Source: an optimization exercise on an open RTL-to-GDS flow (aim: small area). Production flows keep margins and buffers that such runs may drop.
The RTL was checked by simulation tests, not by an equivalence proof against the original design.
Power and IR drop assume default switching activity.

Design pusher_top, start of the top module:
module pusher_top (
    input  logic          clk,
    input  logic          rst_ff,
    input  logic          valid,
    input  logic          noop,
    input  logic [47:0]   particle_in,
    input  logic [191:0]  phi_in,
    output logic          valid_req,
    output logic [255:0]  raddr,
    output logic          valid_out,
    output logic [47:0]   particle_out,
    output logic          done
);
    logic [9:1]  v;
    logic [47:0] p1, p2, p3, p4, p5, p6, p7, p8, p9;
    logic [3:0]  cnt;
    always_ff @(posedge clk) begin
        v[1] <= valid & ~rst_ff;
        for (int k = 2; k <= 9; k++) v[k] <= v[k-1] & ~rst_ff;
    end
    assign valid_req = v[2];
    assign valid_out = v[9];
    always_ff @(posedge clk) begin
        if (rst_ff)    cnt <= '0;
        else if (v[9]) cnt <= cnt + 4'd1;
    end
    assign done = &cnt;
    logic [7:0] in_pyf, in_pxf, in_rf;
    assign in_pyf = p1[39:32];
    assign in_pxf = p1[23:16];
    assign in_rf  = p1[9:2];
    logic [8:0] k_x0, k_x1, k_y2, k_y3;
    always_comb begin
        k_x0[0] = 1'b1;    
        k_x1[0] = 1'b0;    
  ...
Size: roughly 530 flip-flops.
==> flow/config.mk <==
export PLATFORM = sky130hd
export DESIGN_NAME = pusher_top
export DESIGN_NICKNAME = pusher_top
export VERILOG_FILES = /design/flow/design.v
export SDC_FILE = /design/flow/constraint.sdc
export NUM_CORES = 4
export LEC_CHECK = 0
export CAP_MARGIN = 20
export CORE_MARGIN = 2
export CORE_UTILIZATION = 70
export PLACE_DENSITY = 0.85
export SLEW_MARGIN = 20
export SYNTH_HIERARCHICAL = 1
export SYNTH_MINIMUM_KEEP_SIZE = 0
==> flow/constraint.sdc <==
create_clock -name core_clock -period 5.0 [get_ports {clk}]
set_input_delay 1.0000 -clock core_clock [delete_from_list [all_inputs] [get_ports {clk}]]
set_output_delay 1.0000 -clock core_clock [all_outputs]
set_load 0.01 [all_outputs]
standard.sh (not shown) runs the stock make flow with config.mk's settings and CLKGATE_MAP_FILE= SYNTH_SCRIPT=/design/flow/synth_recipe.tcl, a recipe that flattens the netlist after the stock synthesis.
==> flow/flow/run.sh <==
#!/bin/bash
# The standard layout, with the smallest buffer on the ports and a clock tree of few, large buffers.
set -euo pipefail
export BUFFER_PORTS_ARGS="-buffer_cell sky130_fd_sc_hd__buf_1"
export CTS_ARGS="-sink_clustering_enable -repair_clock_nets -sink_clustering_size 20 -sink_clustering_max_diameter 50 -buf_list sky130_fd_sc_hd__clkbuf_8 -dont_use_dummy_load"
bash standard.sh > make_finish.log 2>&1
==> next run, changes <==
--- a/flow/design.v
+++ b/flow/design.v
@@ -21,41 +21,43 @@
         for (int k = 2; k <= 9; k++) v[k] <= v[k-1] & ~rst_ff;
     end
     assign valid_req = v[2];
     assign valid_out = v[9];
     always_ff @(posedge clk) begin
         if (rst_ff)    cnt <= '0;
         else if (v[9]) cnt <= cnt + 4'd1;
     end
     assign done = &cnt;
     logic [7:0] in_pyf, in_pxf, in_rf;
-    assign in_pyf = p1[39:32];
-    assign in_pxf = p1[23:16];
-    assign in_rf  = p1[9:2];
+    assign in_pyf = particle_in[39:32];
+    assign in_pxf = particle_in[23:16];
+    assign in_rf  = particle_in[9:2];
     logic [8:0] k_x0, k_x1, k_y2, k_y3;
     always_comb begin
         k_x0[0] = 1'b1;    
         k_x1[0] = 1'b0;    
         k_y2[0] = 1'b1;
         k_y3[0] = 1'b0;
         for (int i = 0; i < 8; i++) begin
             k_x0[i+1] = (in_pxf[i] & ~in_rf[i]) | (in_pxf[i] & k_x0[i]) | (~in_rf[i] & k_x0[i]);
             k_x1[i+1] = (in_pxf[i] &  in_rf[i]) | (in_pxf[i] & k_x1[i]) | ( in_rf[i] & k_x1[i]);
             k_y2[i+1] = (in_pyf[i] & ~in_rf[i]) | (in_pyf[i] & k_y2[i]) | (~in_rf[i] & k_y2[i]);
             k_y3[i+1] = (in_pyf[i] &  in_rf[i]) | (in_pyf[i] & k_y3[i]) | ( in_rf[i] & k_y3[i]);
         end
     end
     logic c1_x0, c1_x1, c1_y2, c1_y3;
-    assign c1_x0 = k_x0[8];
-    assign c1_x1 = k_x1[8];
-    assign c1_y2 = k_y2[8];
-    assign c1_y3 = k_y3[8];
+    always_ff @(posedge clk) begin
+        c1_x0 <= k_x0[8];
+        c1_x1 <= k_x1[8];
+        c1_y2 <= k_y2[8];
+        c1_y3 <= k_y3[8];
+    end
     logic [7:0] w_x0, w_x1, w_y2, w_y3;
     logic [7:0] gy [4];
     logic [7:0] gx [4];
     assign gy[0] = p2[47:40]; assign gx[0] = w_x0;
     assign gy[1] = p2[47:40]; assign gx[1] = w_x1;
     assign gy[2] = w_y2;      assign gx[2] = p2[31:24];
     assign gy[3] = w_y3;      assign gx[3] = p2[31:24];
     logic [7:0] yp_i, yp_d, xp_i, xp_d, y2_i, y2_d, y3_i, y3_d, x0_i, x0_d, x1_i, x1_d;
     logic [7:0] gyi [4];
     logic [7:0] gyd [4];
After rerunning: The changed run ran to the end with no violations; worst setup slack gets better by 0.015 ns; sequential power stays flat; clock skew goes down by 0.0049 ns; routed wire length goes down by about 8%; count of clock-buffer cells in the layout goes up by 1; design area goes up by 0.50%; via count goes down by 1.2%; sequential share of layout area goes up by 0.13 points; critical path depth goes up by 1; die area goes up by 0.40%.

port drivers added, routing unchanged:
How much do the figures lean on ideal ports? The routed layouts below were timed once more, with nothing changed but the port constraints.
Step 1 assumes that a clkbuf_16 drives the clock port and a buf_2 every other input.
Step 2, shift: input delay + t, output delay - t, t = (earliest + latest rising clock arrival at the registers) / 2. This alone moves slack from input paths to output paths.
a / b / c = ideal / step 1 / step 2; a / b = the first two.
run | shift t [ns] | slack for setup (ns) | latest minus earliest clock arrival (ns) | worst register clock-pin slew, ns | pins driven straight from the clock port
the first run | 0.569 | 0.144 / 0.100 / -0.070 | 0.106 / 0.106 | 0.11 / 0.11 | 1
the second run | 0.559 | 0.159 / 0.113 / -0.044 | 0.094 / 0.093 | 0.11 / 0.11 | 1
Met with ideal ports but missed after step 2: setup timing in the first run and the second run. For the first run, which loses most, drivers alone change the setup slack by -0.044 ns; drivers and shift together by -0.214 ns.
